From an optimization exercise on the open Yosys and OpenROAD flow, aimed at small area; shortcuts taken in it are not production practice. The RTL was checked by simulation tests, not by an equivalence proof against the original design. Power is estimated from default activity; no workload was simulated.

== harbor ==
==> flow/design.v (excerpt) <==
module filter_pkt_out #(
    parameter int PKT_LEN    = ts_pkg::TS_PKT_LEN,
    parameter int ADDR_W     = 9,
    parameter int DROP_CNT_W = 16
) (
    input  logic                   clk,
    input  logic                   rst,
    input  logic                   ts_valid,
    input  logic [7:0]             ts_data,
    input  logic                   ts_sop,
    input  logic [ADDR_W-1:0]      dram_waddr,
    input  logic                   filter_eop,
    input  logic                   pid_find,
    input  logic [ts_pkg::PID_INDEX_W-1:0] pid_index,
    input  logic                   out_ready,
    output logic                   out_valid,
    output logic [7:0]             out_data,
    output logic                   out_sop,
    output logic                   out_eop,
    output logic [ts_pkg::PID_INDEX_W-1:0] out_index,
    output logic [DROP_CNT_W-1:0]  drop_cnt
);
Size: ~3100 flip-flops, about 75 I/O pins, about 86000 sq um of cells after synthesis.
export LEC_CHECK = 0
export CAP_MARGIN = 5
export CORE_MARGIN = 2
export CORE_UTILIZATION = 85
export SLEW_MARGIN = 5
export SYNTH_HIERARCHICAL = 1
create_clock -name core_clock -period 8.0 [get_ports {clk}]
standard.sh (not shown) runs the stock make flow with config.mk's settings and CLKGATE_MAP_FILE= SYNTH_SCRIPT=/design/flow/synth_recipe.tcl, a recipe that flattens the netlist after the stock synthesis.
==> flow/flow/run.sh <==
#!/bin/bash
# Standard ORFS layout with two changes:
#  - clock tree: no dummy loads, clkbuf_8 leaf buffers driving clusters of up to 20 flip-flops
#  - port buffers: the smallest buffer (buf_1) instead of the resizer's default choice
# The full make output goes to flow_make.log; ORFS's per-step logs stay under orfs/logs.
set -euo pipefail
export CTS_ARGS="-sink_clustering_enable -repair_clock_nets -dont_use_dummy_load -buf_list sky130_fd_sc_hd__clkbuf_8 -sink_clustering_size 20 -sink_clustering_max_diameter 50"
export BUFFER_PORTS_ARGS="-buffer_cell sky130_fd_sc_hd__buf_1"
bash standard.sh > flow_make.log 2>&1
The inputs of nickel differ from those of harbor as listed below.
- CORE_UTILIZATION changed from 85 to 70
In nickel the final standard cell utilization of the core turned out 15 points lower than in harbor. Of nickel and harbor, nickel shows the lower combinational power share, with harbor above it. Against harbor, power in the clock group in nickel came out worse. Min count of clock-buffer cells in the layout across nickel and harbor: harbor. The clock skew in nickel sits 0.016 ns above the value recorded for harbor.
Input changes introduced in raven (baseline for comparison: nickel):
- swapping 5 for 20 in CAP_MARGIN
- swapping 5 for 20 in SLEW_MARGIN
Findings:
- On final cell area excluding filler cells, raven tracks nickel almost exactly.
- Total of plain and repair buffers excluding clock buffers was lower in nickel than in raven.
- From nickel to raven the numbers moved as follows: fraction of area in registers was more or less identical, via count was more or less identical.

== job 5716 ==
The RTL this note starts from:
==> flow/design.v <==
package ts_pkg;
    localparam int TS_PKT_LEN  = 188;
    localparam int PID_INDEX_W = 12;
    typedef struct packed {
        logic [3:0] except_idx;
        logic       descram;
        logic [6:0] match_idx;
    } pid_index_t;
    typedef enum logic [2:0] {
        RD_IDLE  = 3'b001,
        RD_PRIME = 3'b010,
        RD_SEND  = 3'b100
    } rd_state_e;
endpackage
module pkt_dpram #(
    parameter int DEPTH  = 188,
    parameter int DATA_W = 8
) (
    input  logic              clk,
    input  logic              shift,
    input  logic              shift_n,
    input  logic [DATA_W-1:0] din,
    output logic [DATA_W-1:0] dout
);
    logic [DEPTH*DATA_W-1:0] sr;
    logic [DEPTH*DATA_W-1:0] sr_in;
    assign sr_in = {sr[(DEPTH-1)*DATA_W-1:0], din};
    always_ff @(posedge clk) begin
        sr <= ~((sr_in | {(DEPTH*DATA_W){shift_n}}) & (sr | {(DEPTH*DATA_W){shift}}));
    end
    assign dout = sr[DEPTH*DATA_W-1 -: DATA_W];
endmodule
module filter_pkt_out #(
    parameter int PKT_LEN    = ts_pkg::TS_PKT_LEN,
    parameter int ADDR_W     = 9,
    parameter int DROP_CNT_W = 16
) (
    input  logic                   clk,
    input  logic                   rst,
    input  logic                   ts_valid,
    input  logic [7:0]             ts_data,
    input  logic                   ts_sop,
    input  logic [ADDR_W-1:0]      dram_waddr,
    input  logic                   filter_eop,
    input  logic                   pid_find,
    input  logic [ts_pkg::PID_INDEX_W-1:0] pid_index,
    input  logic                   out_ready,
    output logic                   out_valid,
    output logic [7:0]             out_data,
    output logic                   out_sop,
    output logic                   out_eop,
    output logic [ts_pkg::PID_INDEX_W-1:0] out_index,
    output logic [DROP_CNT_W-1:0]  drop_cnt
);
    localparam int               OFF_W    = ADDR_W - 1;
    localparam logic [OFF_W-1:0] LAST_OFF = OFF_W'(PKT_LEN - 1);
    ts_pkg::rd_state_e              state_q, state_d;
    logic [1:0]             bank_full_q, bank_full_d;
    logic [1:0][ts_pkg::PID_INDEX_W-1:0] idx_q;
    logic                   wr_drop_q, wr_drop_d;
    logic                   older_q;
    logic                   rd_bank_q;
    logic [OFF_W-1:0]       rd_off_q;
    logic [DROP_CNT_W-1:0]  drop_cnt_q, drop_cnt_d;
    logic                   wr_bank;
    logic                   sop_in;
    logic                   wr_en;
    logic                   rd_en;
    logic                   commit;
    logic                   last_beat;
    logic                   sending;
    logic [7:0]             head0, head1;
    logic                   phase_q;
    logic                   shift0, shift1;
    logic [7:0]             din_enc;
    assign wr_bank = dram_waddr[ADDR_W-1];
    assign sop_in  = ts_valid & ts_sop;
    assign wr_drop_d = sop_in ? bank_full_q[wr_bank] : wr_drop_q;
    assign wr_en     = ts_valid & ~wr_drop_d;
    assign sending   = (state_q == ts_pkg::RD_SEND);
    assign last_beat = (rd_off_q == LAST_OFF);
    assign rd_en     = sending & out_ready;
    assign commit    = filter_eop & pid_find & ~wr_drop_q;
    assign shift0  = (wr_en & ~wr_bank) | (rd_en & ~rd_bank_q);
    assign shift1  = (wr_en & wr_bank) | (rd_en & rd_bank_q);
    assign din_enc = ts_data ^ {8{phase_q}};
    pkt_dpram #(.DEPTH(PKT_LEN), .DATA_W(8)) u_bank0 (
        .clk     (clk),
        .shift   (shift0),
        .shift_n (~shift0),
        .din     (din_enc),
        .dout    (head0)
    );
    pkt_dpram #(.DEPTH(PKT_LEN), .DATA_W(8)) u_bank1 (
        .clk     (clk),
        .shift   (shift1),
        .shift_n (~shift1),
        .din     (din_enc),
        .dout    (head1)
    );
    always_comb begin
        bank_full_d = bank_full_q;
        drop_cnt_d  = drop_cnt_q;
        if (rd_en && last_beat) begin
            bank_full_d[rd_bank_q] = 1'b0;
        end
        if (commit) begin
            bank_full_d[wr_bank] = 1'b1;
        end
        if (filter_eop && pid_find && wr_drop_q && drop_cnt_q != '1) begin
            drop_cnt_d = drop_cnt_q + DROP_CNT_W'(1);
        end
    end
    always_comb begin
        state_d = state_q;
        unique case (state_q)
            ts_pkg::RD_IDLE:  if (|bank_full_q) state_d = ts_pkg::RD_PRIME;
            ts_pkg::RD_PRIME: state_d = ts_pkg::RD_SEND;
            ts_pkg::RD_SEND:  if (out_ready && last_beat) state_d = ts_pkg::RD_IDLE;
            default:          state_d = ts_pkg::RD_IDLE;
        endcase
    end
    assign out_valid = sending;
    assign out_sop   = (rd_off_q == '0);
    assign out_eop   = last_beat;
    assign out_data  = (rd_bank_q ? head1 : head0) ^ {8{phase_q}};
    assign out_index = idx_q[rd_bank_q];
    assign drop_cnt  = drop_cnt_q;
    always_ff @(posedge clk or posedge rst) begin
        if (rst) begin
            state_q     <= ts_pkg::RD_IDLE;
            phase_q     <= 1'b0;
            bank_full_q <= '0;
            drop_cnt_q  <= '0;
        end else begin
            state_q     <= state_d;
            phase_q     <= ~phase_q;
            bank_full_q <= bank_full_d;
            drop_cnt_q  <= drop_cnt_d;
        end
    end
    always_ff @(posedge clk) begin
        wr_drop_q <= wr_drop_d;
        if (commit) begin
            idx_q[wr_bank] <= pid_index;
            if (bank_full_q[~wr_bank]) older_q <= ~wr_bank;
        end
        if (state_q == ts_pkg::RD_IDLE) begin
            rd_bank_q <= (&bank_full_q) ? older_q : bank_full_q[1];
            rd_off_q  <= '0;
        end else if (rd_en && !last_beat) begin
            rd_off_q  <= rd_off_q + OFF_W'(1);
        end
    end
endmodule
clock: 8.0 ns
lec_check: 0
cap_margin: 20
core_margin: 2
core_utilization: 50
slew_margin: 20
synth_hierarchical: 1
run.sh (not shown) runs the stock make flow with config.mk's settings and CLKGATE_MAP_FILE= SYNTH_SCRIPT=/design/flow/synth_recipe.tcl, a recipe that flattens the netlist after the stock synthesis.
Stock flow here: none of the scripts above is used.
Per the final summary, job 5716 finished and its layout is clean on timing, DRC and antenna.
For job 9477, these inputs were changed with respect to job 5716:
- CORE_UTILIZATION: 50 -> 70
==> flow/flow/run.sh (new file) <==
#!/bin/bash
# Standard ORFS layout with two changes:
#  - clock tree: no dummy loads, clkbuf_8 leaf buffers driving clusters of up to 20 flip-flops
#  - port buffers: the smallest buffer (buf_1) instead of the resizer's default choice
# The full make output goes to flow_make.log; ORFS's per-step logs stay under orfs/logs.
set -euo pipefail
export CTS_ARGS="-sink_clustering_enable -repair_clock_nets -dont_use_dummy_load -buf_list sky130_fd_sc_hd__clkbuf_8 -sink_clustering_size 20 -sink_clustering_max_diameter 50"
export BUFFER_PORTS_ARGS="-buffer_cell sky130_fd_sc_hd__buf_1"
bash standard.sh > flow_make.log 2>&1
==> flow/standard.sh (new file) <==
#!/bin/bash
# synth_recipe.tcl (not shown) runs the flow's synth.tcl, then flattens the netlist and writes it again
# the make line also repeats each setting of config.mk as NAME=value (left out here)
make -C /OpenROAD-flow-scripts/flow DESIGN_CONFIG=/design/flow/config.mk WORK_HOME=/design/flow/orfs CLKGATE_MAP_FILE= SYNTH_SCRIPT=/design/flow/synth_recipe.tcl "${@:-finish}"
removed: flow/run.sh
## What came out
Largest voltage drop on the vdd net was higher in job 9477 than in job 5716.
Job 9477 ends up with a post-route minimum period that is 590 ps lower than in job 5716.
Job 9477: final clock period utilization by the worst path is 7.3 points lower than what job 5716 reported.
STATUS global-route wire length before repair: job 9477 wins against job 5716
Total power of job 9477 is lower than that of job 5716.
Summary — number of antenna violations at the first check in global routing, job 9477 relative to job 5716: higher, by 1.
Looking at vertical extent of the die, job 9477 sits about 15% below job 5716.
Job 9477 against job 5716: number of global-route vias before repair shrank by 1709, sequential share of layout area grew by 6.3 points, count of clock-net buffers in the final layout shrank by 275.
The met1 layer wirelength in the final routing of job 9477 exceeds that of job 5716 by 1.1%.
### job 9477 -> job 8553
- changing CORE_UTILIZATION from 70 to 50
==> flow/flow/run.sh <==
#!/bin/bash
# Standard ORFS layout with two changes:
#  - clock tree: no dummy loads, clkbuf_8 leaf buffers driving clusters of up to 16 flip-flops
#  - port buffers: the smallest buffer (buf_1) instead of the resizer's default choice
# The full make output goes to flow_make.log; ORFS's per-step logs stay under orfs/logs.
set -euo pipefail
export CTS_ARGS="-sink_clustering_enable -repair_clock_nets -dont_use_dummy_load -buf_list sky130_fd_sc_hd__clkbuf_8 -sink_clustering_size 16 -sink_clustering_max_diameter 50"
export BUFFER_PORTS_ARGS="-buffer_cell sky130_fd_sc_hd__buf_1"
bash standard.sh > flow_make.log 2>&1
Findings:
- What job 9477 reported for number of clock buffers in the layout has to be multiplied by 1.19 to get the figure for job 8553.
- Number of buffers created by CTS in job 8553 is 19% above job 9477.
- Re final design utilization: job 9477 and job 8553 aren't equal, and the higher value belongs to job 9477.
- Compared with job 9477, job 8553 shows met1 layer wirelength in the final routing that has gone down by a few percent.

==> re-timing with driven ports <==
How much do the figures lean on ideal ports? The routed layouts below were timed once more, with nothing changed but the port constraints.
Step 1, drivers: a clkbuf_16 drives clk and a buf_2 each remaining input, both assumed.
Step 2 adds t to the input delays and takes it off the output delays; t is the mean of the earliest and latest rising clock arrival at the registers after step 1. Input paths then give back, and output paths get back, about the clock's delay inside the block.
a / b / c = ideal ports / drivers / drivers and shift; a / b = the first two.
| run | t, ns | setup slack, ns | worst slew at a driven data input, ns |
|---|---|---|---|
| harbor | 0.918 | 3.604 / 3.537 / 3.050 | 0.11 |
| nickel | 0.950 | 3.801 / 3.730 / 3.103 | 0.11 |
| raven | 0.950 | 3.790 / 3.720 / 3.097 | 0.10 |
| job 5716 | 0.954 | 3.172 / 3.095 / 2.753 | 0.23 |
| job 9477 | 0.951 | 3.758 / 3.692 / 3.146 | 0.17 |
| job 8553 | 0.988 | 3.641 / 3.570 / 2.989 | 0.21 |
After both steps setup and hold are still met in every run listed. The setup slack of nickel, which loses most, moves by -0.071 ns with the drivers and by -0.698 ns with both steps.
